This design comes from an exercise in tuning for small area on the open sky130 flow, not from production work. The RTL was checked by simulation tests, not by an equivalence proof against the original design. The flow treats the clock pin as an ideal source, which a real chip does not have. Power is estimated from default activity; no workload was simulated.

==> flow/design.v (outline; a module is shown in full before it is edited, if it fits) <==
// module ask_fa: 10 lines
// module ask_ha: 9 lines
// module ask_sq_acc: 510 lines
// module ask_sq: 624 lines
// module ask_add_r3: 40 lines
// module ask_add_err: 43 lines
// module ask_add_mag: 48 lines
// module ask_add_acc: 50 lines
// module ask_add_pwr: 42 lines
// module ask_carry17: 40 lines
// module ask_carry15: 36 lines
// module ask_quality_top: 168 lines
module ask_quality_top #(
	parameter int LOG2_BLOCK = 4
) (
	input  logic                     sys_clk,
	input  logic                     rst_n,
	input  logic                     sym_clk_en,
	input  ask_pkg::dv_t             dec_var,
	output ask_pkg::slice_t          slice,
	output logic                     slice_valid,
	output ask_pkg::dv_t             ref_lvl,
	output ask_pkg::dv_t             err_mean,
	output logic [ask_pkg::SQ_W-1:0] err_var,
	output logic [ask_pkg::SQ_W-1:0] sig_pwr,
	output logic                     block_done
);
  // ...
==> flow/run.sh <==
#!/bin/bash
# synth_recipe.tcl (not shown) runs the flow's synth.tcl, then flattens the netlist and writes it again
# the make line also repeats each setting of config.mk as NAME=value (left out here)
make -C /OpenROAD-flow-scripts/flow DESIGN_CONFIG=/design/flow/config.mk WORK_HOME=/design/flow/orfs CLKGATE_MAP_FILE= SYNTH_SCRIPT=/design/flow/synth_recipe.tcl finish
==> flow/config.mk <==
export PLATFORM = sky130hd
export DESIGN_NAME = ask_quality_top
export DESIGN_NICKNAME = ask_quality_top
export VERILOG_FILES = /design/flow/design.v
export SDC_FILE = /design/flow/constraint.sdc
export NUM_CORES = 4
export LEC_CHECK = 0
export CAP_MARGIN = 20
export CORE_MARGIN = 2
export CORE_UTILIZATION = 40
export CTS_BUF_LIST = sky130_fd_sc_hd__clkbuf_8
export SLEW_MARGIN = 20
export SYNTH_HIERARCHICAL = 1
export SYNTH_MINIMUM_KEEP_SIZE = 0
==> flow/constraint.sdc <==
create_clock -name core_clock -period 14.0 [get_ports {sys_clk}]
set_input_delay 2.8000 -clock core_clock [delete_from_list [all_inputs] [get_ports {sys_clk}]]
set_output_delay 2.8000 -clock core_clock [all_outputs]
set_load 0.01 [all_outputs]
==> impl_results.md, run 1 <==
- Vias in the first global route: roughly 13000
- Clock sinks: approximately 190
- Hold_sp: last_q
- Setup TNS: 0 ps
- Psw: between 0.002 and 0.003 W
- Fraction of registers with async set/reset: between 40% and 50%
- PortBufs: 96
- Max Used Layer: met4
- Placed insts: 2202
- Routed via count: between 10000 and 15000
- Worst setup EP type: flip-flop
- Ranking of synthesized cells by area: fa_1 43%, dfrtp_1 12%, dfxtp_1 11%, nor2_1 5.9%, nor2b_1 5.1%
- HPWL after DPL: ~31 mm
- Die area: around 47000 um^2
- Initial Util: 40.66%
- Worst EP required: between 10000 and 15000 ps
- Buffer depth of the longest clock path: 2
- Commonest non-fill, non-tap cell in the layout: fa_1
- Clock network area share: under 10%
- Clk root buf: clkbuf_8
- Die width: around 220 um
- Multi-In Gates: 1222
- Slowest-stage cell, CP: fa_1
- Synth Area in Simple Gates: around 15%
- Met1 Track Usage GR: between 20 and 30%
- Min Hold Slack: ~370 ps
- Status: finished clean
- CTS tree: built
- Synth Flop Type: dfxtp_1
- R2r setup slk: about 800 ps
- Largest regs: err_acc (22), sq_acc (22), mag_sum (21)
- Fraction of area in multi-input gates: 65.87%
- Hold EP: done_q
- Antenna Violating Nets Remaining: 0
- Combinational group share of total power: 72.4%
- Largest area contributor in the netlist: fa_1
- Switching share of total power: between 40% and 50%
- Hold buffers post-CTS: 0
- Metal3 WL: around 1.9 mm
==> run 2: changes to the inputs <==
--- a/flow/config.mk
+++ b/flow/config.mk
@@ -10,3 +10,2 @@
 export CORE_UTILIZATION = 40
-export CTS_BUF_LIST = sky130_fd_sc_hd__clkbuf_8
 export SLEW_MARGIN = 20
==> run 2 against run 1 <==
Compared with the run above:
- register-to-register slack lost 30 ps
- power rose by 2.2%
- fmax down 0.20%
- die area unchanged
- global-route usage up 0.053 points
- synthesized area unchanged
- non-clock buffer count unchanged
- critical path type unchanged
- still clean
- worst hold slack got worse by 13 ps
- clock skew decreased by 9.3 ps
- via count is 0.39% higher
==> impl_results.md, run 2 <==
- Commonest non-fill, non-tap cell in the layout: fa_1 (unchanged)
- Crit-path max cell delay: 940 ps (was 950 ps)
- Final wirelength: 41.66 mm (was 41.46 mm)
- Setup TNS: 0 ps (unchanged)
- DRC viols: 0 (unchanged)
- Most Frequent Cell on Critical Path: fa_1 (unchanged)
- Initial Util: 40.66% (unchanged)
- Compound-Gate Fraction of Synth Area: 4.499% (unchanged)
- Die width: 216.3 um (unchanged)
- Adder-cell area share of the yosys netlist: 47.11% (unchanged)
- Mapped Cells: 1580 (unchanged)
- WP depth: 33 (unchanged)
- WS Path Type: flip-flop to flip-flop (unchanged)
- Worst setup EP type: flip-flop (unchanged)
- R2r setup slk: 780 ps (was 810 ps)
- CTS Buf Count: 17 (unchanged)
- Worst hold stages: 0 (unchanged)
- Worst Hold Class: flip-flop to flip-flop (unchanged)
- Min Hold Slack: 359.7 ps (was 372.3 ps)
- Synth warn: 7 (unchanged)
- Final Slew Violations: 0 (unchanged)
- Final Net Count: 2090 (unchanged)
- CTS tree: built (unchanged)
- DRT Pass-1 Iters: 5 (unchanged)
- RSZ-0062 raised after global routing: no (unchanged)
- Most common cell in the netlist: fa_1 (unchanged)
- H-tree depth: 4 (unchanged)
- CP max FO: 43 (unchanged)
- Worst path arrival time: 13600 ps (was 13620 ps)
- Hold buffers post-CTS: 0 (unchanged)
- Global Route Usage Sum: 18.68% (was 18.63%)
- Die height: 216.3 um (unchanged)
- Fraction of registers with async set/reset: 44.86% (unchanged)
- Core Region: 44320 um^2 (unchanged)
- XOR/XNOR Fraction of Synth Area: 1.021% (unchanged)
- Slowest-stage cell, CP: fa_1 (unchanged)
- Final setup violation count: 0 (unchanged)
- Crit path max-delay family: adder cells (unchanged)
- Fin. Hold Viols: 0 (unchanged)
- Dpl cell area: 19530 um^2 (unchanged)
- Ranking of synthesized cells by area: fa_1 43%, dfrtp_1 12%, dfxtp_1 11%, nor2_1 5.9%, nor2b_1 5.1% (unchanged)
- Bufs and invs on worst path: 1 (unchanged)
- Largest area contributor in the netlist: fa_1 (unchanged)
- Setup bufs post-CTS: 0 (unchanged)
- Period minus WS final: 13220 ps (was 13190 ps)
- Clk root buf: clkbuf_16 (was clkbuf_8)
- Die area: 46770 um^2 (unchanged)
- HPWL after DPL: 31.36 mm (unchanged)
- Highest ir drop seen on vdd: 0.1238 mV (was 0.1321 mV)
- Final worst-path cycle share: 94.41% (was 94.22%)
- Routed via count: 11630 (was 11590)
- Fmax: 0.07566 GHz (was 0.07581 GHz)
- Largest family of logic cells by synthesized area: adder cells (unchanged)
- Vias in the first global route: 12750 (was 12720)
- Inserted Diodes: 0 (unchanged)
- CP startpoint kind: flip-flop (unchanged)
- Synth Flop Type: dfxtp_1 (unchanged)
- # rows: 77 (unchanged)
- Post-synth top cells: 389 x fa_1, 283 x nor2_1, 146 x nor2b_1 (unchanged)
- Clock sinks: 185 (unchanged)
- Yosys top cell area share: 43.21% (unchanged)
- Sequential fraction of the synthesis area: 22.86% (unchanged)
- IO Count: 99 (unchanged)
- Max-Cap Viols: 0 (unchanged)
- Area grow syn2layout: 11.77% (was 10.73%)
- Yosys cell types: 59 (unchanged)
- Synth Area in Simple Gates: 14.73% (unchanged)
- Worst EP required: 14380 ps (was 14430 ps)
- Relative slew slack: 39.43% (was 42.30%)
- Antenna Violating Nets Remaining: 0 (unchanged)
- Syn_area_per_cell: 11.41 um^2 (unchanged)
- Pwr dens: 268.7 nW/um^2 (was 265.3 nW/um^2)
- Slew @ Worst Pin: 883.2 ps (was 841.4 ps)
- Leak Pwr: 9.471 nW (was 9.385 nW)
- Finished Cell Area: 20140 um^2 (was 19960 um^2)
- PortBufs: 96 (unchanged)
- Vias/cell: 5.207 (was 5.187)
- Buffer depth of the longest clock path: 2 (unchanged)
- Post-synthesis instance area: 18020 um^2 (unchanged)
- Most frequent cells in the layout: 389 x fa_1, 283 x nor2_1, 146 x nor2b_1 (unchanged)
- FF+latch count, synth: 185 (unchanged)
- Total power: 0.005412 W (was 0.005293 W)
- Layout cell share with drive strength beyond 1: 9.074% (unchanged)
- CTS resizes: 0 (unchanged)
- Detailed Route Iter0 Violations: 777 (was 635)
- Worst r2r path cells: 33 (unchanged)
- Global-route wire length before repair: 68.56 mm (was 68.45 mm)
- Largest net degree at the start of global routing: 71 (unchanged)
- # fillers: 4139 (was 4151)
- Post-synth EDFFs: 0 (unchanged)
- Initial antenna violation count: 0 (unchanged)
- Routed wire per std cell: 18.65 um (was 18.56 um)
- Multiplexer share of the synthesized area: 5.402% (unchanged)
- Layout Skew: 12.00 ps (was 21.31 ps)
- Largest regs: err_acc (22), sq_acc (22), mag_sum (21) (unchanged)
- Status: finished clean (unchanged)
- Clock transition at the registers of the reported paths: 80 ps (was 110 ps)
- Grt total ovfl: 0 (unchanged)
- Routability-driven placement congestion ratio: 0.8090 (unchanged)
- Worst-Skew Late Latency: 460 ps (was 520 ps)
run 2: cell counts after synthesis:
No cell type changed its count.
run 2: path summary, 6_finish.rpt:
path | startpoint | end
hold / removal | last_q | done_q
setup / recovery | done_q | var_q[10]
min in group asynchronous | rst_n | sig_q[10]
max in group asynchronous | rst_n | done_q
hold reg to reg | last_q | done_q
setup reg to reg | done_q | var_q[10]
run 2: cells by family after synthesis:
kind of cell,after synthesis
muxes,87
buffers and inverters,175
other,3
AOI/OAI and AO/OA,119
adders and majority gates,446
DFF,185
xor gates and xnor gates,21
and+or+nand+nor,544
run 2: area by class of cell:
class / instances / area, um^2 / area share, %
multi-input combinational: 1222 / 13150 / 65.26
sequential: 185 / 4123 / 20.47
timing repair buffer: 139 / 1281 / 6.361
tap: 592 / 740.7 / 3.677
clock buffer: 19 / 464.2 / 2.305
inverter: 64 / 240.2 / 1.193
clock inverter: 13 / 147.6 / 0.7330
run 2: routing by layer:
metal	vias to the layer above	track usage [%]	wire length (um)
li1	5118	-	-
met1	6152	25.87	18860
met2	321	30.32	20060
met3	41	3.467	2054
met4	0	4.909	690
met5	-	0	0
run 2: power by group:
group	switching (W)	internal (W)	total, W
clock	0.000240	0.000269	0.000509
combinational	0.00207	0.00177	0.00384
sequential	0.000248	0.000818	0.00107
total	0.00256	0.00286	0.00541
run 2: worst reg2reg max path, delay by kind of cell, from the launching register on:
family / cells / cell delay [ps]
buffers and inverters: 1 / 350
and+or+nand+nor: 4 / 520
DFF: 1 / 830
AOI/OAI and AO/OA: 3 / 500
muxes: 1 / 540
adders and majority gates: 24 / 10420
run 2: per-stage QoR:
stage | util [%] | worst slack, ps | cells
final | 45.45 | 782.7 | 2234
after CTS | 45.45 | 771.9 | 2234
after floorplan | - | 1564 | 1582
after global placement | 44.07 | 955.1 | 2202
after detailed placement | 44.07 | 784.9 | 2202
after global routing | 45.45 | 183.1 | 2234
run 2: Yosys stat by module (local to each module, per instance), a selection:
module           flip-flops and latches  times used  area [um^2]  cells inside
ask_fa                                0         389        20.02             1
ask_carry17                           0           1        247.7            39
ask_add_r3                            0           1        7.507             1
ask_sq_acc                            0           1        997.2           228
ask_sq                                0           1         1212           257
ask_quality_top                     185           1         6860           564
==> run 3: changes to the inputs <==
==> flow/flow/run.sh (new file) <==
#!/bin/bash
# The standard layout (the standard.sh: standard synthesis, then ORFS to
# finish), with two ORFS knobs set on the make command line:
#   REMOVE_ABC_BUFFERS=1  floorplan removes the buffers ABC put in synthesis
#                         (repair_design then buffers where the loads need it)
#   BUFFER_PORTS_ARGS     buffer_ports gives every input and output port a
#                         buffer, here the library's smallest, buf_1
# make's full output goes to flow_make.log in the work folder.
set -euo pipefail
bash standard.sh REMOVE_ABC_BUFFERS=1 \
	"BUFFER_PORTS_ARGS=-buffer_cell sky130_fd_sc_hd__buf_1" \
	finish > flow_make.log 2>&1
==> flow/standard.sh (new file) <==
#!/bin/bash
# synth_recipe.tcl (not shown) runs the flow's synth.tcl, then flattens the netlist and writes it again
# the make line also repeats each setting of config.mk as NAME=value (left out here)
make -C /OpenROAD-flow-scripts/flow DESIGN_CONFIG=/design/flow/config.mk WORK_HOME=/design/flow/orfs CLKGATE_MAP_FILE= SYNTH_SCRIPT=/design/flow/synth_recipe.tcl "${@:-finish}"
--- a/flow/config.mk
+++ b/flow/config.mk
@@ -7,6 +7,7 @@
 export LEC_CHECK = 0
-export CAP_MARGIN = 20
+export CAP_MARGIN = 0
 export CORE_MARGIN = 2
 export CORE_UTILIZATION = 40
-export SLEW_MARGIN = 20
+export CTS_BUF_LIST = sky130_fd_sc_hd__clkbuf_8
+export SLEW_MARGIN = 0
 export SYNTH_HIERARCHICAL = 1
removed: flow/run.sh
==> run 3 against run 2 <==
Compared with the run above:
- critical path type unchanged
- sequential share of layout area up 0.83 points
- power down 4.0%
- largest cell class unchanged
- worst hold slack better by 3.8 ps
- synthesized area unchanged
- clock power down 22%
- clock skew up 9.9 ps
- design area down 3.9%
- still clean on timing, DRC and antenna
- critical path depth unchanged
==> impl_results.md, run 3 <==
- Yosys top cell area share: 43.21% (unchanged)
- Final Non-Filler Cells: 2234 (unchanged)
- Ranking of synthesized cells by area: fa_1 43%, dfrtp_1 12%, dfxtp_1 11%, nor2_1 5.9%, nor2b_1 5.1% (unchanged)
- Worst path arrival time: 13450 ps (was 13600 ps)
- Buffer depth of the longest clock path: 2 (unchanged)
- Fmax: 0.07682 GHz (was 0.07566 GHz)
- CTS Buf Count: 17 (unchanged)
- Worst-Skew Late Latency: 520 ps (was 460 ps)
- Largest net degree at the start of global routing: 48 (was 71)
- Most frequent cells in the layout: 389 x fa_1, 283 x nor2_1, 146 x nor2b_1 (unchanged)
- Initial Util: 40.66% (unchanged)
- Sequential fraction of the synthesis area: 22.86% (unchanged)
- WS Path Type: flip-flop to flip-flop (unchanged)
- Fin. Hold Viols: 0 (unchanged)
- Area grow syn2layout: 7.395% (was 11.77%)
- Slew @ Worst Pin: 857.9 ps (was 883.2 ps)
- Global Route Usage Sum: 18.65% (was 18.68%)
- Setup bufs post-CTS: 0 (unchanged)
- DRT Pass-1 Iters: 5 (unchanged)
- Routability-driven placement congestion ratio: 0.8274 (was 0.8090)
- Core Region: 44320 um^2 (unchanged)
- WL met2: 19.59 mm (was 20.06 mm)
- Final Slew Violations: 0 (unchanged)
- Largest regs: err_acc (22), sq_acc (22), mag_sum (21) (unchanged)
- Min Hold Slack: 363.5 ps (was 359.7 ps)
- Max Used Layer: met4 (unchanged)
- Yosys cell types: 59 (unchanged)
- Period minus WS final: 13020 ps (was 13220 ps)
- Most Frequent Cell on Critical Path: fa_1 (unchanged)
- Detailed Route Iter0 Violations: 812 (was 777)
- HPWL after DPL: 31.54 mm (was 31.36 mm)
- CP max FO: 43 (unchanged)
- Synth warn: 7 (unchanged)
- Relative slew slack: 42.80% (was 39.43%)
- Crit-path max cell delay: 970 ps (was 940 ps)
- CTS resizes: 0 (unchanged)
- Largest area contributor in the netlist: fa_1 (unchanged)
- H-tree depth: 4 (unchanged)
- Vias in the first global route: 12890 (was 12750)
- Clock sinks: 185 (unchanged)
- Synth Flop Type: dfxtp_1 (unchanged)
- RSZ-0062 raised after global routing: no (unchanged)
- Most common cell in the netlist: fa_1 (unchanged)
- Final setup violation count: 0 (unchanged)
- Clock transition at the registers of the reported paths: 100 ps (was 80 ps)
- CTS tree: built (unchanged)
- Worst EP required: 14430 ps (was 14380 ps)
- IO Count: 99 (unchanged)
- Pwr dens: 268.4 nW/um^2 (was 268.7 nW/um^2)
- Die area: 46770 um^2 (unchanged)
- DRC viols: 0 (unchanged)
- Post-synth top cells: 389 x fa_1, 283 x nor2_1, 146 x nor2b_1 (unchanged)
- Routed wire per std cell: 18.41 um (was 18.65 um)
- Vias/cell: 5.142 (was 5.207)
- Placed insts: 2202 (unchanged)
- FF+latch count, synth: 185 (unchanged)
- Inserted Diodes: 0 (unchanged)
- # rows: 77 (unchanged)
- Commonest non-fill, non-tap cell in the layout: fa_1 (unchanged)
- Layout cell share with drive strength beyond 1: 9.074% (unchanged)
- Max-Cap Viols: 0 (unchanged)
- Routed via count: 11490 (was 11630)
- Syn_area_per_cell: 11.41 um^2 (unchanged)
- Mapped Cells: 1580 (unchanged)
- Hold buffers post-CTS: 0 (unchanged)
- Global-route wire length before repair: 69.17 mm (was 68.56 mm)
- # fillers: 4221 (was 4139)
- PortBufs: 96 (unchanged)
- Antenna Violating Nets Remaining: 0 (unchanged)
- Layout Skew: 21.88 ps (was 12.00 ps)
- Clk root buf: clkbuf_8 (was clkbuf_16)
- Final wirelength: 41.12 mm (was 41.66 mm)
- Slowest-stage cell, CP: fa_1 (unchanged)
- Post-synthesis instance area: 18020 um^2 (unchanged)
- Die height: 216.3 um (unchanged)
- Die width: 216.3 um (unchanged)
- Grt total ovfl: 0 (unchanged)
- Met1 Wirelength: 19.13 mm (was 18.86 mm)
- Initial antenna violation count: 0 (unchanged)
- Status: finished clean (unchanged)
- CP startpoint kind: flip-flop (unchanged)
- Fraction of registers with async set/reset: 44.86% (unchanged)
- Metal3 WL: 1.985 mm (was 2.054 mm)
- Final worst-path cycle share: 92.98% (was 94.41%)
- Worst setup EP type: flip-flop (unchanged)
- Dpl cell area: 18930 um^2 (was 19530 um^2)
- Post-synth EDFFs: 0 (unchanged)
- Setup TNS: 0 ps (unchanged)
- Final Net Count: 2090 (unchanged)
- Finished Cell Area: 19350 um^2 (was 20140 um^2)
- Highest ir drop seen on vdd: 0.1189 mV (was 0.1238 mV)
- Leak Pwr: 9.147 nW (was 9.471 nW)
- Worst Hold Class: flip-flop to flip-flop (unchanged)
run 3: cell counts after synthesis:
No cell type changed its count.
run 3: final timing paths:
kind	to	slack, ps	cells after the start	from
worst min-delay path	done_q	360	0	last_q
worst max-delay path	var_q[15]	980	33	done_q
min in group asynchronous	sym_cnt[3]	2260	1	rst_n
max in group asynchronous	done_q	10580	2	rst_n
worst min register to register	done_q	360	0	last_q
worst max register to register	var_q[15]	980	33	done_q
run 3: layer usage:
| metal | GRT usage, % | vias to the layer above |
|---|---|---|
| met5 | 0 | - |
| met4 | 3.995 | 0 |
| met3 | 3.396 | 24 |
| met2 | 30.29 | 299 |
| met1 | 26.23 | 6041 |
| li1 | - | 5124 |
run 3: final cells by class:
class | count | area [um^2] | share of cell area [%]
tap | 592 | 740.7 | 3.827
multi-input combinational | 1222 | 13140 | 67.88
timing repair buffer | 139 | 689.4 | 3.562
inverter | 64 | 240.2 | 1.241
clock buffer | 18 | 247.7 | 1.280
clock inverter | 14 | 175.2 | 0.9051
sequential | 185 | 4123 | 21.30
run 3: through the flow:
stage / total power (W) / setup slack [ps] / utilization, %
3_3_place_gp: 0.004720 / 1144 / 42.72
5_1_grt: 0.005878 / 370.9 / 43.67
6_report: 0.005195 / 982.2 / 43.67
3_5_place_dp: 0.004864 / 981.8 / 42.72
4_1_cts: 0.005264 / 939.9 / 43.67
2_1_floorplan: 0.003801 / -373.8 / -
run 3: cell families after synthesis:
| group | count (synthesis) | synth area share, % |
|---|---|---|
| fa+ha+maj | 446 | 47.11 |
| xor+xnor | 21 | 1.021 |
| mux | 87 | 5.402 |
| other cells | 3 | 0.06248 |
| simple gates | 544 | 14.73 |
| compound gates | 119 | 4.499 |
| flops | 185 | 22.86 |
| buf+inv | 175 | 4.326 |
run 3: critical path, delay by kind of cell (launching register included):
family,cells,cell delay (ps)
multiplexers,1,250
AND/OR/NAND/NOR,3,470
adder cells (fa/ha/maj),24,10470
AO/OA/AOI/OAI,4,650
flip-flops,1,820
buffers and inverters,1,260
run 3: per-module statistics from Yosys (local to each module, per instance), a selection:
module | copies in the design | cells inside
ask_sq_acc | 1 | 228
ask_sq | 1 | 257
ask_carry17 | 1 | 39
ask_carry15 | 1 | 35
ask_add_acc | 1 | 18
ask_add_r3 | 1 | 1
ask_ha | 49 | 1
ask_quality_top | 1 | 564
ask_fa | 389 | 1
run 3: power by group:
part           total [W]  switching [W]  internal [W]
Sequential       0.00107       0.000251      0.000816
Clock           0.000395       0.000238      0.000157
Combinational    0.00373        0.00205       0.00168
==> run 4: changes to the inputs <==
--- a/flow/config.mk
+++ b/flow/config.mk
@@ -7,3 +7,3 @@
 export LEC_CHECK = 0
-export CAP_MARGIN = 0
+export CAP_MARGIN = 20
 export CORE_MARGIN = 2
@@ -11,3 +11,4 @@
 export CTS_BUF_LIST = sky130_fd_sc_hd__clkbuf_8
-export SLEW_MARGIN = 0
+export GPL_TIMING_DRIVEN = 0
+export SLEW_MARGIN = 20
 export SYNTH_HIERARCHICAL = 1
==> run 4 against run 3 <==
Compared with the run above:
- still clean on timing, DRC and antenna
- routed wire length shrank 4.7%
- combinational power shrank 3%
- clock power shrank 7.8%
==> impl_results.md, run 4 <==
- Yosys cell types: 59 (unchanged)
- Global-route wire length before repair: 66.84 mm (was 69.17 mm)
- Yosys top cell area share: 43.21% (unchanged)
- Pwr dens: 263.7 nW/um^2 (was 268.4 nW/um^2)
- Grt total ovfl: 0 (unchanged)
- Mapped Cells: 1580 (unchanged)
- HPWL after DPL: 29.62 mm (was 31.54 mm)
- Leak Pwr: 9.100 nW (was 9.147 nW)
- Syn_area_per_cell: 11.41 um^2 (unchanged)
- # rows: 77 (unchanged)
- Fraction of registers with async set/reset: 44.86% (unchanged)
- Largest regs: err_acc (22), sq_acc (22), mag_sum (21) (unchanged)
- RSZ-0062 raised after global routing: no (unchanged)
- Max-Cap Viols: 0 (unchanged)
- Final worst slack: 589.8 ps (was 982.2 ps)
- Worst EP required: 14420 ps (was 14430 ps)
- Worst path arrival time: 13830 ps (was 13450 ps)
- Ranking of synthesized cells by area: fa_1 43%, dfrtp_1 12%, dfxtp_1 11%, nor2_1 5.9%, nor2b_1 5.1% (unchanged)
- Global Route Usage Sum: 17.86% (was 18.65%)
- CTS tree: built (unchanged)
- Largest area contributor in the netlist: fa_1 (unchanged)
- Fmax: 0.07457 GHz (was 0.07682 GHz)
- FF+latch count, synth: 185 (unchanged)
- Buffer depth of the longest clock path: 2 (unchanged)
- CTS resizes: 0 (unchanged)
- Clock sinks: 185 (unchanged)
- Post-synth EDFFs: 0 (unchanged)
- CP max FO: 28 (was 43)
- Clock transition at the registers of the reported paths: 120 ps (was 100 ps)
- Most Frequent Cell on Critical Path: fa_1 (unchanged)
- Clk root buf: clkbuf_8 (unchanged)
- IO Count: 99 (unchanged)
- Most frequent cells in the layout: 389 x fa_1, 283 x nor2_1, 146 x nor2b_1 (unchanged)
- Worst r2r path cells: 33 (unchanged)
- CTS Buf Count: 17 (unchanged)
- Routability-driven placement congestion ratio: 0.7884 (was 0.8274)
- Vias in the first global route: 12870 (was 12890)
- Highest ir drop seen on vdd: 0.1462 mV (was 0.1189 mV)
- Die width: 216.3 um (unchanged)
- Layout Skew: 21.06 ps (was 21.88 ps)
- Post-synth top cells: 389 x fa_1, 283 x nor2_1, 146 x nor2b_1 (unchanged)
- Status: finished clean (unchanged)
- Worst-Skew Late Latency: 510 ps (was 520 ps)
- Detailed Route Iter0 Violations: 675 (was 812)
- Hold buffers post-CTS: 0 (unchanged)
- Most common cell in the netlist: fa_1 (unchanged)
- Initial Util: 40.66% (unchanged)
- Worst Hold Class: flip-flop to flip-flop (unchanged)
- PortBufs: 96 (unchanged)
- Initial antenna violation count: 0 (unchanged)
- Slew @ Worst Pin: 968.3 ps (was 857.9 ps)
- Die area: 46770 um^2 (unchanged)
- Synth warn: 7 (unchanged)
- Routed wire per std cell: 17.78 um (was 18.41 um)
- Setup bufs post-CTS: 0 (unchanged)
- Fin. Hold Viols: 0 (unchanged)
- Area grow syn2layout: 8.123% (was 7.395%)
- Sequential fraction of the synthesis area: 22.86% (unchanged)
- Largest net degree at the start of global routing: 76 (was 48)
- Post-synthesis instance area: 18020 um^2 (unchanged)
- Antenna Violating Nets Remaining: 0 (unchanged)
- Die height: 216.3 um (unchanged)
- Worst setup EP type: flip-flop (unchanged)
- Period minus WS final: 13410 ps (was 13020 ps)
- Pre-CTS WS: 558.3 ps (was 981.8 ps)
- Vias/cell: 5.150 (was 5.142)
- Routed via count: 11350 (was 11490)
- WS Path Type: flip-flop to flip-flop (unchanged)
- Crit-path max cell delay: 960 ps (was 970 ps)
- Relative slew slack: 35.45% (was 42.80%)
- Final setup violation count: 0 (unchanged)
- DRC viols: 0 (unchanged)
- Commonest non-fill, non-tap cell in the layout: fa_1 (unchanged)
- CP startpoint kind: flip-flop (unchanged)
- Synth Flop Type: dfxtp_1 (unchanged)
- Layout cell share with drive strength beyond 1: 8.561% (was 9.074%)
- Inserted Diodes: 0 (unchanged)
- Slowest-stage cell, CP: fa_1 (unchanged)
- Worst hold stages: 0 (unchanged)
- Final worst-path cycle share: 95.79% (was 92.98%)
- Setup TNS: 0 ps (unchanged)
- H-tree depth: 4 (unchanged)
- Final Slew Violations: 0 (unchanged)
- Final Net Count: 2060 (was 2090)
- DRT Pass-1 Iters: 5 (unchanged)
- Final wirelength: 39.19 mm (was 41.12 mm)
- Core Region: 44320 um^2 (unchanged)
==> run 4: Yosys stat by module (local to each module, per instance), excerpt <==
module,flops+latches,area [um^2],cells inside,copies in the design
ask_quality_top,185,6860,564,1
ask_sq,0,1212,257,1
ask_sq_acc,0,997.2,228,1
ask_carry17,0,247.7,39,1
ask_carry15,0,227.7,35,1
ask_add_acc,0,67.56,18,1
ask_fa,0,20.02,1,389
ask_ha,0,12.51,1,49
ask_add_r3,0,7.507,1,1
==> run 4: layout make-up <==
class / count / area [um^2]
Timing Repair Buffer: 109 / 650.6
Multi-Input combinational cell: 1222 / 13340
Fill cell: 4181 / 24830
Tap cell: 592 / 740.7
Sequential cell: 185 / 4124
Inverter: 64 / 240.2
Clock buffer: 17 / 234.0
Clock inverter: 15 / 158.9
==> run 4: final timing paths <==
kind                              from  slack [ps]          to
worst min register to register  last_q         380      done_q
worst max register to register  done_q         590    var_q[2]
min in group asynchronous        rst_n        2270  slice_q[1]
max in group asynchronous        rst_n       10760   sig_q[10]
worst min-delay path            last_q         380      done_q
worst max-delay path            done_q         590    var_q[2]
==> run 4: logic make-up (layout without fill, tap and decap cells) <==
group / after synthesis / in the layout / synth area share (%)
compound gates: 119 / 119 / 4.499
xor+xnor: 21 / 21 / 1.021
fa+ha+maj: 446 / 446 / 47.11
buf+inv: 175 / 205 / 4.326
flops: 185 / 185 / 22.86
mux: 87 / 87 / 5.402
other cells: 3 / 5 / 0.06248
simple gates: 544 / 544 / 14.73
==> run 4: where the power goes <==
| part | leakage (nW) | internal (W) | switching, W |
|---|---|---|---|
| clock | 0.191 | 0.000133 | 0.000231 |
| combinational | 6.96 | 0.00167 | 0.00194 |
| sequential | 1.95 | 0.000816 | 0.000345 |
==> run 4: worst max-delay path, delay by kind of cell, from the launching register on <==
| kind | cells | cell delay [ps] |
|---|---|---|
| simple gates | 3 | 560 |
| compound gates | 4 | 630 |
| mux | 1 | 760 |
| buf+inv | 1 | 300 |
| flops | 1 | 540 |
| fa+ha+maj | 24 | 10500 |
==> run 4: metrics by stage <==
stage,std cells,hold slack [ps],instance area [um^2],power [W],utilization (%)
CTS,2204,379.5,19480,0.005206,43.97
global placement,2159,331.6,18590,0.004597,41.95
detailed placement,2172,343.3,19090,0.004835,43.08
finish,2204,377.4,19480,0.005137,43.97
floorplan,1471,331.2,17490,0.003801,-
global route,2204,391.0,19480,0.005780,43.97
==> run 4: per-layer routing <==
metal	vias up	wire length, um	share of wire (%)	GRT usage (%)
li1	5068	-	-	-
met1	6035	18510	47	24.36
met2	221	18650	48	29.59
met3	27	1625	4.1	3.761
met4	0	411	1.0	3.584
met5	-	0	0	0
==> run 5: changes to the inputs <==
--- a/flow/config.mk
+++ b/flow/config.mk
@@ -11,3 +11,2 @@
 export CTS_BUF_LIST = sky130_fd_sc_hd__clkbuf_8
-export GPL_TIMING_DRIVEN = 0
 export SLEW_MARGIN = 20
==> run 5 against run 4 <==
Compared with the run above:
- largest cell class unchanged
- critical endpoint is now var_q[15]
- clock skew increased by 0.82 ps
- non-clock buffer count rose by 30
- synthesized area did not move
- first-iteration DRC count increased by 20%
- critical path type unchanged
- worst setup slack better by 390 ps
- register-to-register slack improved by 390 ps
- combinational power rose by 3%
==> impl_results.md, run 5 <==
- RSZ-0062 raised after global routing: no (unchanged)
- HPWL after DPL: 31.54 mm (was 29.62 mm)
- Hold buffers post-CTS: 0 (unchanged)
- Layout Skew: 21.88 ps (was 21.06 ps)
- Max-Cap Viols: 0 (unchanged)
- Pre-CTS WS: 981.8 ps (was 558.3 ps)
- Die height: 216.3 um (unchanged)
- Die width: 216.3 um (unchanged)
- WS Path Type: flip-flop to flip-flop (unchanged)
- Relative slew slack: 42.80% (was 35.45%)
- Fin. Hold Viols: 0 (unchanged)
- Inserted Diodes: 0 (unchanged)
- # rows: 77 (unchanged)
- Clock share of power: 7.6% (was 7.1%)
- DRC viols: 0 (unchanged)
- Pint: 0.002657 W (was 0.002617 W)
- Register area: 4123 um^2 (was 4124 um^2)
- Fmax: 0.07682 GHz (was 0.07457 GHz)
- Clk root buf: clkbuf_8 (unchanged)
- PortBufs: 96 (unchanged)
- Post-synth EDFFs: 0 (unchanged)
- Mapped Cells: 1580 (unchanged)
- Final Slew Violations: 0 (unchanged)
- Largest regs: err_acc (22), sq_acc (22), mag_sum (21) (unchanged)
- Post-synthesis instance area: 18020 um^2 (unchanged)
- Area occupied by multi-input gates: 13140 um^2 (was 13340 um^2)
- Commonest non-fill, non-tap cell in the layout: fa_1 (unchanged)
- Switching share of total power: 48.85% (was 49.05%)
- Final setup violation count: 0 (unchanged)
- Yosys cell types: 59 (unchanged)
- Buffer depth of the longest clock path: 2 (unchanged)
- Largest area contributor in the netlist: fa_1 (unchanged)
- Slew @ Worst Pin: 857.9 ps (was 968.3 ps)
- Routed via count: 11490 (was 11350)
- Sequential fraction of the synthesis area: 22.86% (unchanged)
- Bufs and invs on worst path: 1 (unchanged)
- Psw: 0.002538 W (was 0.002520 W)
- Post-synth top cells: 389 x fa_1, 283 x nor2_1, 146 x nor2b_1 (unchanged)
- Worst EP required: 14430 ps (was 14420 ps)
- XOR/XNOR Fraction of Synth Area: 1.021% (unchanged)
- H-tree depth: 4 (unchanged)
- Clock sinks: 185 (unchanged)
- Detailed Route Iter0 Violations: 812 (was 675)
- Synth warn: 7 (unchanged)
- FF+latch count, synth: 185 (unchanged)
- Routability-driven placement congestion ratio: 0.8274 (was 0.7884)
- CTS resizes: 0 (unchanged)
- Crit path max-delay family: adder cells (unchanged)
- Vias/cell: 5.142 (was 5.150)
- Period minus WS final: 13020 ps (was 13410 ps)
- Crit-path max cell delay: 970 ps (was 960 ps)
- Grt total ovfl: 0 (unchanged)
- Adder-cell area share of the yosys netlist: 47.11% (unchanged)
- Most common cell in the netlist: fa_1 (unchanged)
- Syn_area_per_cell: 11.41 um^2 (unchanged)
- Final worst slack: 982.2 ps (was 589.8 ps)
- Largest family of logic cells by synthesized area: adder cells (unchanged)
- Area grow syn2layout: 7.395% (was 8.123%)
- Global-route wire length before repair: 69.17 mm (was 66.84 mm)
- CTS tree: built (unchanged)
- R2r setup slk: 980 ps (was 590 ps)
- Worst setup EP type: flip-flop (unchanged)
- Leak Pwr: 9.147 nW (was 9.100 nW)
- Routed wire per std cell: 18.41 um (was 17.78 um)
- Seq pwr share: 20.5% (was 22.6%)
- Worst path arrival time: 13450 ps (was 13830 ps)
- Largest net degree at the start of global routing: 48 (was 76)
- Final wirelength: 41.12 mm (was 39.19 mm)
- Worst Hold Class: flip-flop to flip-flop (unchanged)
- Most frequent cells in the layout: 389 x fa_1, 283 x nor2_1, 146 x nor2b_1 (unchanged)
- Layout cell share with drive strength beyond 1: 9.074% (was 8.561%)
- CP startpoint kind: flip-flop (unchanged)
- Highest ir drop seen on vdd: 0.1189 mV (was 0.1462 mV)
- Initial Util: 40.66% (unchanged)
- Slowest-stage cell, CP: fa_1 (unchanged)
- # fillers: 4221 (was 4181)
- DRT Pass-1 Iters: 5 (unchanged)
- CP max FO: 43 (was 28)
- Die area: 46770 um^2 (unchanged)
- Global Route Usage Sum: 18.65% (was 17.86%)
- Util after Layout: 43.67% (was 43.97%)
- Pwr dens: 268.4 nW/um^2 (was 263.7 nW/um^2)
- Synth Flop Type: dfxtp_1 (unchanged)
- Worst-Skew Late Latency: 520 ps (was 510 ps)
- Combinational group share of total power: 71.9% (was 70.3%)
- Vias in the first global route: 12890 (was 12870)
- Ranking of synthesized cells by area: fa_1 43%, dfrtp_1 12%, dfxtp_1 11%, nor2_1 5.9%, nor2b_1 5.1% (unchanged)
- Initial antenna violation count: 0 (unchanged)
- Yosys top cell area share: 43.21% (unchanged)
- Setup bufs post-CTS: 0 (unchanged)
- Synth Area in Simple Gates: 14.73% (unchanged)
- Compound-Gate Fraction of Synth Area: 4.499% (unchanged)
- Antenna Violating Nets Remaining: 0 (unchanged)
- Fraction of registers with async set/reset: 44.86% (unchanged)
- Status: finished clean (unchanged)
- Clock transition at the registers of the reported paths: 100 ps (was 120 ps)
- Most Frequent Cell on Critical Path: fa_1 (unchanged)
- IO Count: 99 (unchanged)
- CTS Buf Count: 17 (unchanged)
- Core Region: 44320 um^2 (unchanged)
- Final Net Count: 2090 (was 2060)
- Final worst-path cycle share: 92.98% (was 95.79%)
- Multiplexer share of the synthesized area: 5.402% (unchanged)
run 5: routing by layer:
metal / up-vias / part of all wire [%] / track usage [%]
li1: 5124 / - / -
met1: 6041 / 47 / 26.23
met2: 299 / 48 / 30.29
met3: 24 / 4.8 / 3.396
met4: 0 / 1.0 / 3.995
met5: - / 0 / 0
run 5: per-stage QoR:
stage / hold WS, ps / std cells / TNS, ps / power [W] / cell area, um^2
2_1_floorplan: 331.2 / 1471 / -6580 / 0.003801 / 17490
3_3_place_gp: 335.3 / 2202 / 0 / 0.004720 / 18930
3_5_place_dp: 346.4 / 2202 / 0 / 0.004864 / 18930
4_1_cts: 368.9 / 2234 / 0 / 0.005264 / 19350
5_1_grt: 372.0 / 2234 / 0 / 0.005878 / 19350
6_report: 363.5 / 2234 / 0 / 0.005195 / 19350
run 5: cells by family after synthesis:
logic type,count (synthesis)
simple gates,544
compound gates,119
flops,185
buf+inv,175
other cells,3
mux,87
fa+ha+maj,446
xor+xnor,21
run 5: power by group through the flow:
stage	clock, W	combinational [W]	sequential (W)
2_1_floorplan	0	0.00273	0.00107
3_3_place_gp	0	0.00364	0.00108
3_5_place_dp	0	0.00378	0.00108
4_1_cts	0.000409	0.00378	0.00107
5_1_grt	0.000429	0.00435	0.00110
6_report	0.000395	0.00373	0.00107
run 5: Yosys stat by module, one instance, submodules excluded, excerpt:
module           times used  cells inside
ask_add_r3                1             1
ask_sq_acc                1           228
ask_add_acc               1            18
ask_fa                  389             1
ask_sq                    1           257
ask_quality_top           1           564
ask_ha                   49             1
ask_carry15               1            35
ask_carry17               1            39
run 5: path summary, 6_finish.rpt:
path,start,endpoint,cells past startpoint
min,last_q,done_q,0
min reg2reg,last_q,done_q,0
max,done_q,var_q[15],33
min in group asynchronous,rst_n,sym_cnt[3],1
max reg2reg,done_q,var_q[15],33
max in group asynchronous,rst_n,done_q,2
run 5: cell type report:
| class | instances | share of cell area, % |
|---|---|---|
| multi-input combinational | 1222 | 67.88 |
| timing repair buffer | 139 | 3.562 |
| sequential | 185 | 21.30 |
| inverter | 64 | 1.241 |
| clock inverter | 14 | 0.9051 |
| clock buffer | 18 | 1.280 |
| tap | 592 | 3.827 |
==> run 6: changes to the inputs <==
--- a/flow/flow/run.sh
+++ b/flow/flow/run.sh
@@ -2,3 +2,3 @@
 # The standard layout (the standard.sh: standard synthesis, then ORFS to
-# finish), with two ORFS knobs set on the make command line:
+# finish), with three ORFS knobs set on the make command line:
 #   REMOVE_ABC_BUFFERS=1  floorplan removes the buffers ABC put in synthesis
@@ -7,2 +7,4 @@
 #                         buffer, here the library's smallest, buf_1
+#   CTS_ARGS              ORFS's clock_tree_synthesis arguments with
+#                         -dont_use_dummy_load added
 # make's full output goes to flow_make.log in the work folder.
@@ -11,2 +13,3 @@
 	"BUFFER_PORTS_ARGS=-buffer_cell sky130_fd_sc_hd__buf_1" \
+	"CTS_ARGS=-sink_clustering_enable -repair_clock_nets -buf_list sky130_fd_sc_hd__clkbuf_8 -dont_use_dummy_load" \
 	finish > flow_make.log 2>&1
==> run 6 against run 5 <==
Compared with the run above:
- still clean on timing, DRC and antenna
- design area is 0.98% lower
- worst hold slack got worse by 6.9 ps
- clock power fell by 27%
- critical endpoint is now var_q[10]
- largest cell class unchanged
==> impl_results.md, run 6 <==
- Status: finished clean (unchanged)
- PortBufs: 96 (unchanged)
- Syn_area_per_cell: 11.41 um^2 (unchanged)
- Worst Hold Class: flip-flop to flip-flop (unchanged)
- Crit-path max cell delay: 970 ps (about the same)
- WS Path Type: flip-flop to flip-flop (unchanged)
- Worst setup EP type: flip-flop (unchanged)
- Most common cell in the netlist: fa_1 (unchanged)
- Grt total ovfl: 0 (unchanged)
- CP max FO: 43 (unchanged)
- Post-synth EDFFs: 0 (unchanged)
- Ranking of synthesized cells by area: fa_1 43%, dfrtp_1 12%, dfxtp_1 11%, nor2_1 5.9%, nor2b_1 5.1% (unchanged)
- Yosys cell types: 59 (unchanged)
- Setup TNS: 0 ps (unchanged)
- Slowest-stage cell, CP: fa_1 (unchanged)
- Global-route wire length before repair: 68.89 mm (was 69.17 mm)
- Die width: 216.3 um (unchanged)
- Post-synth top cells: 389 x fa_1, 283 x nor2_1, 146 x nor2b_1 (unchanged)
- Routability-driven placement congestion ratio: 0.8274 (unchanged)
- RSZ-0062 raised after global routing: no (unchanged)
- DRT Pass-1 Iters: 5 (unchanged)
- Post-synthesis instance area: 18020 um^2 (unchanged)
- HPWL after DPL: 31.54 mm (unchanged)
- Area grow syn2layout: 6.346% (was 7.395%)
- Fmax: 0.07695 GHz (was 0.07682 GHz)
- Final Non-Filler Cells: 2219 (was 2234)
- Final setup violation count: 0 (unchanged)
- Most frequent cells in the layout: 389 x fa_1, 283 x nor2_1, 146 x nor2b_1 (unchanged)
- Die area: 46770 um^2 (unchanged)
- Leak Pwr: 9.058 nW (was 9.147 nW)
- Mapped Cells: 1580 (unchanged)
- FF+latch count, synth: 185 (unchanged)
- Routed via count: 11400 (was 11490)
- Vias in the first global route: 12820 (was 12890)
- Dpl cell area: 18930 um^2 (unchanged)
- Util after Layout: 43.24% (was 43.67%)
- Final wirelength: 40.89 mm (was 41.12 mm)
- Largest area contributor in the netlist: fa_1 (unchanged)
- Pwr dens: 265.3 nW/um^2 (was 268.4 nW/um^2)
- Inserted Diodes: 0 (unchanged)
- Clock sinks: 185 (unchanged)
- Hold buffers post-CTS: 0 (unchanged)
- Slew @ Worst Pin: 852.5 ps (was 857.9 ps)
- Largest regs: err_acc (22), sq_acc (22), mag_sum (21) (unchanged)
- CP startpoint kind: flip-flop (unchanged)
- CTS resizes: 0 (unchanged)
- Vias/cell: 5.137 (was 5.142)
- Yosys top cell area share: 43.21% (unchanged)
- Final Slew Violations: 0 (unchanged)
- Die height: 216.3 um (unchanged)
- Core Region: 44320 um^2 (unchanged)
- Placed insts: 2202 (unchanged)
- Worst path arrival time: 13390 ps (was 13450 ps)
- Detailed Route Iter0 Violations: 770 (was 812)
- # rows: 77 (unchanged)
- Final worst-path cycle share: 92.82% (was 92.98%)
- Initial Util: 40.66% (unchanged)
- Fin. Hold Viols: 0 (unchanged)
- DRC viols: 0 (unchanged)
- Worst EP required: 14390 ps (was 14430 ps)
- Sequential fraction of the synthesis area: 22.86% (unchanged)
- Max-Cap Viols: 0 (unchanged)
- Initial antenna violation count: 0 (unchanged)
- Layout Skew: 43.71 ps (was 21.88 ps)
- CTS Buf Count: 17 (unchanged)
- Total power: 0.005084 W (was 0.005195 W)
- Finished Cell Area: 19160 um^2 (was 19350 um^2)
- IO Count: 99 (unchanged)
- Relative slew slack: 43.17% (was 42.80%)
- Largest net degree at the start of global routing: 48 (unchanged)
- Final Net Count: 2090 (unchanged)
- Most Frequent Cell on Critical Path: fa_1 (unchanged)
- Synth Flop Type: dfxtp_1 (unchanged)
- Routed wire per std cell: 18.43 um (was 18.41 um)
- Fraction of registers with async set/reset: 44.86% (unchanged)
- # fillers: 4227 (was 4221)
- Clock transition at the registers of the reported paths: 60 ps (was 100 ps)
- Setup bufs post-CTS: 0 (unchanged)
- Highest ir drop seen on vdd: 0.1184 mV (was 0.1189 mV)
- Period minus WS final: 12990 ps (was 13020 ps)
- Worst-Skew Late Latency: 510 ps (was 520 ps)
- CTS tree: built (unchanged)
- Global Route Usage Sum: 18.60% (was 18.65%)
- Synth warn: 7 (unchanged)
- Antenna Violating Nets Remaining: 0 (unchanged)
- Layout cell share with drive strength beyond 1: 8.236% (was 9.074%)
- Commonest non-fill, non-tap cell in the layout: fa_1 (unchanged)
-- run 6: metrics by stage --
step | hold WS (ps) | setup WS [ps]
2_1_floorplan | 331.2 | -373.8
3_3_place_gp | 335.3 | 1144
3_5_place_dp | 346.4 | 981.8
4_1_cts | 361.7 | 955.9
5_1_grt | 364.1 | 383.8
6_report | 356.6 | 1005
-- run 6: Yosys stat by module, one instance, submodules excluded, excerpt --
module | flip-flops and latches | copies in the design | cells inside
ask_sq | 0 | 1 | 257
ask_fa | 0 | 389 | 1
ask_add_acc | 0 | 1 | 18
ask_add_r3 | 0 | 1 | 1
ask_carry15 | 0 | 1 | 35
ask_sq_acc | 0 | 1 | 228
ask_ha | 0 | 49 | 1
ask_carry17 | 0 | 1 | 39
ask_quality_top | 185 | 1 | 564
-- run 6: critical path: cells and delay by family, from the launching register on --
| kind | cells | cell delay, ps |
|---|---|---|
| buffers and inverters | 1 | 260 |
| multiplexers | 1 | 250 |
| flip-flops | 1 | 810 |
| AND/OR/NAND/NOR | 3 | 460 |
| AO/OA/AOI/OAI | 4 | 640 |
| adder cells (fa/ha/maj) | 24 | 10470 |
-- run 6: per-layer routing --
metal  up-vias  track usage, %  part of all wire [%]
met2       286           30.26                    48
met1      5975           26.18                    46
met5         -               0                     0
met4         0           3.630                  0.98
li1       5111               -                     -
met3        27           3.495                   4.9
-- run 6: power by group --
part | total [W] | leakage [nW] | internal, W | switching, W
Clock | 0.000290 | 0.122 | 0.000108 | 0.000182
Combinational | 0.00373 | 6.99 | 0.00168 | 0.00204
Sequential | 0.00107 | 1.95 | 0.000817 | 0.000250
-- run 6: worst paths after layout --
check	end	from	slack, ps	cells after the start
hold reg to reg	done_q	last_q	360	0
setup reg to reg	var_q[10]	done_q	1010	33
setup / recovery	var_q[10]	done_q	1010	33
hold / removal	done_q	last_q	360	0
min in group asynchronous	sym_cnt[3]	rst_n	2270	1
max in group asynchronous	done_q	rst_n	10540	2
-- run 6: kinds of logic after synthesis --
logic type | after synthesis | share of synthesized area, %
adders and majority gates | 446 | 47.11
muxes | 87 | 5.402
AOI/OAI and AO/OA | 119 | 4.499
other | 3 | 0.06248
and+or+nand+nor | 544 | 14.73
xor gates and xnor gates | 21 | 1.021
buffers and inverters | 175 | 4.326
DFF | 185 | 22.86
-- run 6: final cells by class --
type                       instances  area, um^2  area share (%)
multi-input combinational       1222       13140           68.55
sequential                       185        4123           21.51
tap                              592       740.7           3.865
timing repair buffer             139       689.4           3.597
inverter                          64       240.2           1.254
clock buffer                      17       234.0           1.221
==> module ask_carry15, before the edit <==
module ask_carry15 (
	input  logic [14:0] a,
	input  logic [14:0] b,
	input  logic ci,
	output logic co
);
	logic h0;
	logic h1;
	logic h2;
	logic h3;
	logic h4;
	logic h5;
	logic h6;
	logic h7;
	logic h8;
	logic h9;
	logic h10;
	logic h11;
	logic h12;
	logic h13;
	assign h0 = (a[0] & b[0]) | (a[0] & ci) | (b[0] & ci);
	assign h1 = (a[1] & b[1]) | (a[1] & h0) | (b[1] & h0);
	assign h2 = (a[2] & b[2]) | (a[2] & h1) | (b[2] & h1);
	assign h3 = (a[3] & b[3]) | (a[3] & h2) | (b[3] & h2);
	assign h4 = (a[4] & b[4]) | (a[4] & h3) | (b[4] & h3);
	assign h5 = (a[5] & b[5]) | (a[5] & h4) | (b[5] & h4);
	assign h6 = (a[6] & b[6]) | (a[6] & h5) | (b[6] & h5);
	assign h7 = (a[7] & b[7]) | (a[7] & h6) | (b[7] & h6);
	assign h8 = (a[8] & b[8]) | (a[8] & h7) | (b[8] & h7);
	assign h9 = (a[9] & b[9]) | (a[9] & h8) | (b[9] & h8);
	assign h10 = (a[10] & b[10]) | (a[10] & h9) | (b[10] & h9);
	assign h11 = (a[11] & b[11]) | (a[11] & h10) | (b[11] & h10);
	assign h12 = (a[12] & b[12]) | (a[12] & h11) | (b[12] & h11);
	assign h13 = (a[13] & b[13]) | (a[13] & h12) | (b[13] & h12);
	assign co = (a[14] & b[14]) | (a[14] & h13) | (b[14] & h13);
endmodule
==> module ask_quality_top, before the edit <==
module ask_quality_top #(
	parameter int LOG2_BLOCK = 4
) (
	input  logic                     sys_clk,
	input  logic                     rst_n,
	input  logic                     sym_clk_en,
	input  ask_pkg::dv_t             dec_var,
	output ask_pkg::slice_t          slice,
	output logic                     slice_valid,
	output ask_pkg::dv_t             ref_lvl,
	output ask_pkg::dv_t             err_mean,
	output logic [ask_pkg::SQ_W-1:0] err_var,
	output logic [ask_pkg::SQ_W-1:0] sig_pwr,
	output logic                     block_done
);
	logic [3:0]  sym_cnt;       
	logic [20:0] mag_sum;       
	logic        mag_lsb;       
	logic [17:0] err_qb;        
	logic        first_q;       
	logic        last_q;        
	logic        done_q;        
	logic [21:0] err_acc;       
	logic [21:0] sq_acc;        
	logic [18:0] pwr_q;         
	logic [1:0]  slice_q;
	logic        valid_q;
	logic [17:0] mean_q;
	logic [17:0] var_q;
	logic [17:0] sig_q;
	logic        bd_q;
	logic        d_neg;
	logic [16:0] d_ones;        
	logic        ge;
	logic [1:0]  slice_c;
	logic [17:0] mag_avg;       
	logic [17:0] r1;
	logic [17:0] r3;
	logic [17:0] k_lvl;
	logic        outer;
	logic        upper;
	logic [17:0] err_c;
	logic        blk_first;
	logic        blk_last;
	logic [20:0] mag_base;
	logic [21:0] mag_tot;
	assign blk_first = (sym_cnt == 4'd0);
	assign blk_last  = (sym_cnt == 4'd15);
	assign d_neg  = dec_var[17];
	assign d_ones = dec_var[16:0] ^ {17{d_neg}};
	ask_carry17 u_ge (
		.a  (d_ones),
		.b  (~mag_avg[16:0]),
		.ci (1'b1),
		.co (ge)
	);
	assign slice_c = mag_avg[17] ? 2'b11 : {~d_neg, d_neg ^ ge};
	assign mag_avg = {ref_lvl[17], ref_lvl[15:0], mag_lsb};
	assign r1      = ref_lvl;
	ask_add_r3 u_r3 (
		.r (r1),
		.y (r3)
	);
	assign outer = ~(slice_c[1] ^ slice_c[0]);
	assign upper = slice_c[1];
	assign k_lvl = outer ? r3 : r1;
	ask_add_err u_err (
		.d  (dec_var),
		.k  (k_lvl ^ {18{upper}}),
		.ci (upper),
		.y  (err_c)
	);
	assign mag_base = (sym_clk_en & blk_first) ? 21'd0 : mag_sum;
	ask_add_mag u_mag (
		.base (mag_base),
		.m    (d_ones & {17{sym_clk_en}}),
		.ci   (d_neg & sym_clk_en),
		.y    (mag_tot)
	);
	logic [21:0] err_base;
	logic [21:0] err_sum;
	logic [21:0] sq_base;
	logic [21:0] sq_sum;
	assign err_base = first_q ? 22'd0 : err_acc;
	assign sq_base  = first_q ? 22'd0 : sq_acc;
	ask_add_acc u_err_acc (
		.base (err_base),
		.eb   (err_qb),
		.y    (err_sum)
	);
	ask_sq_acc u_sq_acc (
		.xb   (err_qb),
		.base (sq_base),
		.y    (sq_sum)
	);
	logic [17:0] sq_in;
	logic [36:0] sq_out;
	logic [17:0] var_c;
	logic        pwr_lo_c;
	logic [17:0] pwr_c;
	assign sq_in = done_q ? err_acc[21:4] : r1;
	ask_sq u_sq (
		.xb (~sq_in),
		.v  (done_q),
		.sq (sq_acc[21:4]),
		.y  (sq_out)
	);
	assign var_c = sq_out[36] ? ~sq_out[34:17] : 18'd0;
	ask_carry15 u_pwr_lo (
		.a  (sq_out[16:2]),
		.b  (sq_out[14:0]),
		.ci (1'b0),
		.co (pwr_lo_c)
	);
	ask_add_pwr u_pwr (
		.z  (pwr_q[17:0]),
		.ci (pwr_q[18]),
		.y  (pwr_c)
	);
	always_ff @(posedge sys_clk or negedge rst_n) begin
		if (!rst_n) begin
			sym_cnt <= '0;
			ref_lvl <= '0;
			mag_lsb <= 1'b0;
			slice_q <= '0;
			valid_q <= 1'b0;
			first_q <= 1'b0;
			last_q  <= 1'b0;
			done_q  <= 1'b0;
			bd_q    <= 1'b0;
			mean_q  <= '0;
			var_q   <= '0;
			sig_q   <= '0;
		end else begin
			valid_q <= sym_clk_en;
			first_q <= sym_clk_en & blk_first;
			last_q  <= sym_clk_en & blk_last;
			done_q  <= last_q;
			bd_q    <= done_q;
			if (sym_clk_en) begin
				sym_cnt <= sym_cnt + 4'd1;
				slice_q <= slice_c;
				if (blk_last) begin
					ref_lvl <= {mag_tot[21], mag_tot[21:5]};
					mag_lsb <= mag_tot[4];
				end
			end
			if (done_q) begin
				mean_q <= err_acc[21:4];
				var_q  <= var_c;
				sig_q  <= pwr_c;
			end
		end
	end
	always_ff @(posedge sys_clk) begin
		err_qb  <= ~(err_c & {18{sym_clk_en}});
		err_acc <= err_sum;
		sq_acc  <= sq_sum;
		mag_sum <= mag_tot[20:0];
		pwr_q   <= {pwr_lo_c, sq_out[32:15]};
	end
	assign slice       = ask_pkg::slice_t'(slice_q);
	assign slice_valid = valid_q;
	assign err_mean    = mean_q;
	assign err_var     = {1'b0, var_q};
	assign sig_pwr     = {1'b0, sig_q};
	assign block_done  = bd_q;
endmodule
==> run 7: changes to the inputs <==
--- a/flow/design.v
+++ b/flow/design.v
@@ -25,2 +25,10 @@
 endmodule
+module ask_maj (
+	input  logic a,
+	input  logic b,
+	input  logic c,
+	output logic y
+);
+	assign y = (a & b) | (a & c) | (b & c);
+endmodule
 module ask_ha (
@@ -1451,17 +1459,17 @@
 	logic h13;
-	assign h0 = (a[0] & b[0]) | (a[0] & ci) | (b[0] & ci);
-	assign h1 = (a[1] & b[1]) | (a[1] & h0) | (b[1] & h0);
-	assign h2 = (a[2] & b[2]) | (a[2] & h1) | (b[2] & h1);
-	assign h3 = (a[3] & b[3]) | (a[3] & h2) | (b[3] & h2);
-	assign h4 = (a[4] & b[4]) | (a[4] & h3) | (b[4] & h3);
-	assign h5 = (a[5] & b[5]) | (a[5] & h4) | (b[5] & h4);
-	assign h6 = (a[6] & b[6]) | (a[6] & h5) | (b[6] & h5);
-	assign h7 = (a[7] & b[7]) | (a[7] & h6) | (b[7] & h6);
-	assign h8 = (a[8] & b[8]) | (a[8] & h7) | (b[8] & h7);
-	assign h9 = (a[9] & b[9]) | (a[9] & h8) | (b[9] & h8);
-	assign h10 = (a[10] & b[10]) | (a[10] & h9) | (b[10] & h9);
-	assign h11 = (a[11] & b[11]) | (a[11] & h10) | (b[11] & h10);
-	assign h12 = (a[12] & b[12]) | (a[12] & h11) | (b[12] & h11);
-	assign h13 = (a[13] & b[13]) | (a[13] & h12) | (b[13] & h12);
-	assign co = (a[14] & b[14]) | (a[14] & h13) | (b[14] & h13);
+	ask_maj u_h0 (.a(a[0]), .b(b[0]), .c(ci), .y(h0));
+	ask_maj u_h1 (.a(a[1]), .b(b[1]), .c(h0), .y(h1));
+	ask_maj u_h2 (.a(a[2]), .b(b[2]), .c(h1), .y(h2));
+	ask_maj u_h3 (.a(a[3]), .b(b[3]), .c(h2), .y(h3));
+	ask_maj u_h4 (.a(a[4]), .b(b[4]), .c(h3), .y(h4));
+	ask_maj u_h5 (.a(a[5]), .b(b[5]), .c(h4), .y(h5));
+	ask_maj u_h6 (.a(a[6]), .b(b[6]), .c(h5), .y(h6));
+	ask_maj u_h7 (.a(a[7]), .b(b[7]), .c(h6), .y(h7));
+	ask_maj u_h8 (.a(a[8]), .b(b[8]), .c(h7), .y(h8));
+	ask_maj u_h9 (.a(a[9]), .b(b[9]), .c(h8), .y(h9));
+	ask_maj u_h10 (.a(a[10]), .b(b[10]), .c(h9), .y(h10));
+	ask_maj u_h11 (.a(a[11]), .b(b[11]), .c(h10), .y(h11));
+	ask_maj u_h12 (.a(a[12]), .b(b[12]), .c(h11), .y(h12));
+	ask_maj u_h13 (.a(a[13]), .b(b[13]), .c(h12), .y(h13));
+	ask_maj u_h14 (.a(a[14]), .b(b[14]), .c(h13), .y(co));
 endmodule
@@ -1489,2 +1497,3 @@
 	logic        last_q;        
+	logic        valid_q;       
 	logic        done_q;        
@@ -1494,3 +1503,2 @@
 	logic [1:0]  slice_q;
-	logic        valid_q;
 	logic [17:0] mean_q;
@@ -1516,2 +1524,4 @@
 	assign blk_last  = (sym_cnt == 4'd15);
+	assign first_q = valid_q & (sym_cnt == 4'd1);
+	assign last_q  = valid_q & (sym_cnt == 4'd0);
 	assign d_neg  = dec_var[17];
@@ -1594,4 +1604,2 @@
 			valid_q <= 1'b0;
-			first_q <= 1'b0;
-			last_q  <= 1'b0;
 			done_q  <= 1'b0;
@@ -1603,4 +1611,2 @@
 			valid_q <= sym_clk_en;
-			first_q <= sym_clk_en & blk_first;
-			last_q  <= sym_clk_en & blk_last;
 			done_q  <= last_q;
--- a/flow/config.mk
+++ b/flow/config.mk
@@ -9,4 +9,5 @@
 export CORE_MARGIN = 2
-export CORE_UTILIZATION = 40
+export CORE_UTILIZATION = 60
 export CTS_BUF_LIST = sky130_fd_sc_hd__clkbuf_8
+export PLACE_DENSITY = 0.7
 export SLEW_MARGIN = 20
==> run 7 against run 6 <==
Compared with the run above:
- power increased by 0.51%
- non-clock buffer count unchanged
- core utilization increased by 20 points
- clock skew about the same
- synthesized area decreased by 0.28%
- critical path type unchanged
==> impl_results.md, run 7 <==
- Yosys top cell area share: 43.34% (was 43.21%)
- Clock sinks: 183 (was 185)
- Highest ir drop seen on vdd: 0.1497 mV (was 0.1184 mV)
- Crit path max-delay family: adder cells (unchanged)
- HPWL after DPL: 29.53 mm (was 31.54 mm)
- Grt met3 use: 4.661% (was 3.495%)
- Util after Layout: 63.70% (was 43.24%)
- RSZ-0062 raised after global routing: no (unchanged)
- GR Util met2: 44.49% (was 30.26%)
- Routed wire per std cell: 19.44 um (was 18.43 um)
- Final Slew Violations: 0 (unchanged)
- Finished Cell Area: 18830 um^2 (was 19160 um^2)
- Final Non-Filler Cells: 1998 (was 2219)
- Antenna Violating Nets Remaining: 0 (unchanged)
- Worst EP required: 14390 ps (about the same)
- Post-synth top cells: 389 x fa_1, 282 x nor2_1, 146 x nor2b_1 (was 389 x fa_1, 283 x nor2_1, 146 x nor2b_1)
- R2r setup slk: 890 ps (was 1010 ps)
- Vias/cell: 5.714 (was 5.137)
- Inserted Diodes: 0 (unchanged)
- Fraction of registers with async set/reset: 44.26% (was 44.86%)
- Yosys cell types: 52 (was 59)
- Commonest non-fill, non-tap cell in the layout: fa_1 (unchanged)
- Core Region: 29560 um^2 (was 44320 um^2)
- Die width: 177.1 um (was 216.3 um)
- Largest area contributor in the netlist: fa_1 (unchanged)
- Grt total ovfl: 0 (unchanged)
- Bufs and invs on worst path: 2 (was 1)
- DRT Pass-1 Iters: 7 (was 5)
- Fmax: 0.07629 GHz (was 0.07695 GHz)
- Max-Cap Viols: 0 (unchanged)
- GR peak layer: met2 (unchanged)
- Worst Hold Class: flip-flop to flip-flop (unchanged)
- Routed via count: 11420 (was 11400)
- FF+latch count, synth: 183 (was 185)
- Vias in the first global route: 12620 (was 12820)
- Global-route wire length before repair: 65.00 mm (was 68.89 mm)
- Area occupied by multi-input gates: 13120 um^2 (was 13140 um^2)
- Die height: 177.1 um (was 216.3 um)
- Pwr dens: 271.4 nW/um^2 (was 265.3 nW/um^2)
- Slew @ Worst Pin: 854.8 ps (was 852.5 ps)
- Leak Pwr: 8.999 nW (was 9.058 nW)
- Final worst-path cycle share: 93.63% (was 92.82%)
- Register area: 4073 um^2 (was 4123 um^2)
- Mapped Cells: 1562 (was 1580)
- Slowest-stage cell, CP: fa_1 (unchanged)
- Worst setup EP type: flip-flop (unchanged)
- Largest regs: err_acc (22), sq_acc (22), mag_sum (21) (unchanged)
- # fillers: 2395 (was 4227)
- Hold buffers post-CTS: 0 (unchanged)
- Relative slew slack: 41.38% (was 43.17%)
- Min Hold Slack: 504.7 ps (was 356.6 ps)
- Most Frequent Cell on Critical Path: fa_1 (unchanged)
- Hold_sp: sig_q[3] (was last_q)
- Synth Flop Type: dfxtp_1 (unchanged)
- R2R Path Start: done_q (unchanged)
- Detailed Route Iter0 Violations: 665 (was 770)
- Crit-path max cell delay: 970 ps (about the same)
- Period minus WS final: 13110 ps (was 12990 ps)
- Met1 Track Usage GR: 37.64% (was 26.18%)
- WS Path Type: flip-flop to flip-flop (unchanged)
- CP max FO: 37 (was 43)
- Clock transition at the registers of the reported paths: 90 ps (was 60 ps)
- Pint: 0.002659 W (was 0.002607 W)
- IO Count: 99 (unchanged)
- Most frequent cells in the layout: 389 x fa_1, 282 x nor2_1, 146 x nor2b_1 (was 389 x fa_1, 283 x nor2_1, 146 x nor2b_1)
- Post-synthesis instance area: 17970 um^2 (was 18020 um^2)
- Sequential fraction of the synthesis area: 22.64% (was 22.86%)
- Layout cell share with drive strength beyond 1: 9.080% (was 8.236%)
- CP startpoint kind: flip-flop (unchanged)
- CTS Buf Count: 17 (unchanged)
- Total power: 0.005110 W (was 0.005084 W)
- CP startpoint: done_q (unchanged)
- Final wirelength: 38.85 mm (was 40.89 mm)
- Worst path arrival time: 13500 ps (was 13390 ps)
- Ranking of synthesized cells by area: fa_1 43%, dfxtp_1 11%, dfrtp_1 11%, nor2_1 5.9%, nor2b_1 5.1% (was fa_1 43%, dfrtp_1 12%, dfxtp_1 11%, nor2_1 5.9%, nor2b_1 5.1%)
- Syn_area_per_cell: 11.50 um^2 (was 11.41 um^2)
- Fin. Hold Viols: 0 (unchanged)
- Seq pwr share: 21.3% (was 21.0%)
- Combinational group share of total power: 73.2% (was 73.3%)
- Status: finished clean (unchanged)
- Switching share of total power: 47.98% (was 48.72%)
- Worst-Skew Late Latency: 510 ps (about the same)
- CTS resizes: 0 (unchanged)
- Synth warn: 7 (unchanged)
- Global Route Usage Sum: 27.06% (was 18.60%)
- Final setup violation count: 0 (unchanged)
- Setup bufs post-CTS: 0 (unchanged)
- Most common cell in the netlist: fa_1 (unchanged)
- Post-synth EDFFs: 0 (unchanged)
- Die area: 31350 um^2 (was 46770 um^2)
- Area grow syn2layout: 4.783% (was 6.346%)
- Dpl cell area: 18600 um^2 (was 18930 um^2)
- PortBufs: 96 (unchanged)
- # rows: 63 (was 77)
- Routability-driven placement congestion ratio: 0.8507 (was 0.8274)
- Clock share of power: 5.5% (was 5.7%)
- CTS tree: built (unchanged)
- Psw: 0.002452 W (was 0.002477 W)
- DRC viols: 0 (unchanged)
- Final Net Count: 2072 (was 2090)
- Largest net degree at the start of global routing: 53 (was 48)
- Placed insts: 1981 (was 2202)
- Initial antenna violation count: 0 (unchanged)
- Layout Skew: 44.01 ps (was 43.71 ps)
- Initial Util: 60.79% (was 40.66%)
## run 7: cell count changes in the layout (fill, tap and decap cells not counted), sizes merged, moves of 2 or more
cell / change
dfrtp: -2
a22oi: -5
and3: +2
o221ai: -2
o22ai: -5
a21oi: -6
inv: -3
maj3: +14
## run 7: logic make-up after synthesis
group                      Yosys count  synth area share (%)
other                                3               0.06266
muxes                               87                 5.438
AOI/OAI and AO/OA                   94                 3.544
DFF                                183                 22.64
xor gates and xnor gates            21                 1.024
and+or+nand+nor                    540                 14.63
adders and majority gates          461                 48.19
buffers and inverters              173                 4.470
## run 7: layout make-up
cell class	instances	area share (%)
inverter	61	1.216
multi-input combinational	1208	69.66
clock buffer	17	1.243
sequential	183	21.63
tap	390	2.592
timing repair buffer	139	3.661
## run 7: Yosys stat by module, one instance, submodules excluded, excerpt
module,cells,copies in the design
ask_sq_acc,228,1
ask_carry17,39,1
ask_ha,1,49
ask_sq,257,1
ask_add_acc,18,1
ask_add_r3,1,1
ask_fa,1,389
ask_quality_top,566,1
ask_maj,1,15
## run 7: metrics by stage
stage	setup TNS, ps	setup WS [ps]
2_1_floorplan	-6559	-372.6
3_3_place_gp	0	1145
3_5_place_dp	0	871.5
4_1_cts	0	879.9
5_1_grt	0	352.0
6_report	0	891.8
## run 7: path summary, 6_finish.rpt
kind / to / cells past startpoint
hold reg to reg: sig_q[3] / 1
max in group asynchronous: done_q / 2
setup reg to reg: var_q[17] / 34
setup / recovery: var_q[17] / 34
min in group asynchronous: sig_q[1] / 1
hold / removal: sig_q[3] / 1
## run 7: power groups by stage
stage / combinational, W / sequential [W] / clock, W
floorplan: 0.00275 / 0.00110 / 0
global placement: 0.00362 / 0.00110 / 0
detailed placement: 0.00378 / 0.00110 / 0
CTS: 0.00380 / 0.00109 / 0.000292
global route: 0.00436 / 0.00113 / 0.000312
finish: 0.00374 / 0.00109 / 0.000280
## run 7: routing by layer
layer	share of wire, %	vias up	wire length (um)
met5	0	-	0
met1	43	6004	16730
met4	1.7	0	648
met3	6.1	51	2361
met2	49	332	19110
li1	-	5030	-

==> re-timing with driven ports <==
Ports are ideal in the flow. The routed layouts listed here were re-timed in OpenROAD.
Step 1 sets driving cells, clkbuf_16 on the clock port and buf_2 on the other inputs (assumed; they add their load-dependent delay and slew).
Step 2 times the ports against the registers' clock, not the clock port: input delays grow and output delays shrink by t, the midpoint of the rising clock arrivals with the driver on.
a / b / c = ideal / step 1 / step 2; a / b = the first two.
run	t (ns)	setup WS [ns]	latest minus earliest clock arrival (ns)
run 1	0.565	0.810 / 0.810 / 0.752	0.023 / 0.022
run 2	0.516	0.783 / 0.783 / 0.727	0.013 / 0.013
run 3	0.555	0.982 / 0.982 / 0.982	0.022 / 0.022
run 4	0.553	0.590 / 0.590 / 0.590	0.022 / 0.022
run 5	0.555	0.982 / 0.982 / 0.982	0.022 / 0.022
run 6	0.540	1.005 / 1.005 / 1.005	0.043 / 0.044
run 7	0.531	0.892 / 0.892 / 0.892	0.044 / 0.044
After both steps setup and hold are still met in every run listed. For run 1, which loses most, drivers alone change the setup slack by 0.000 ns; drivers and shift together by -0.058 ns.
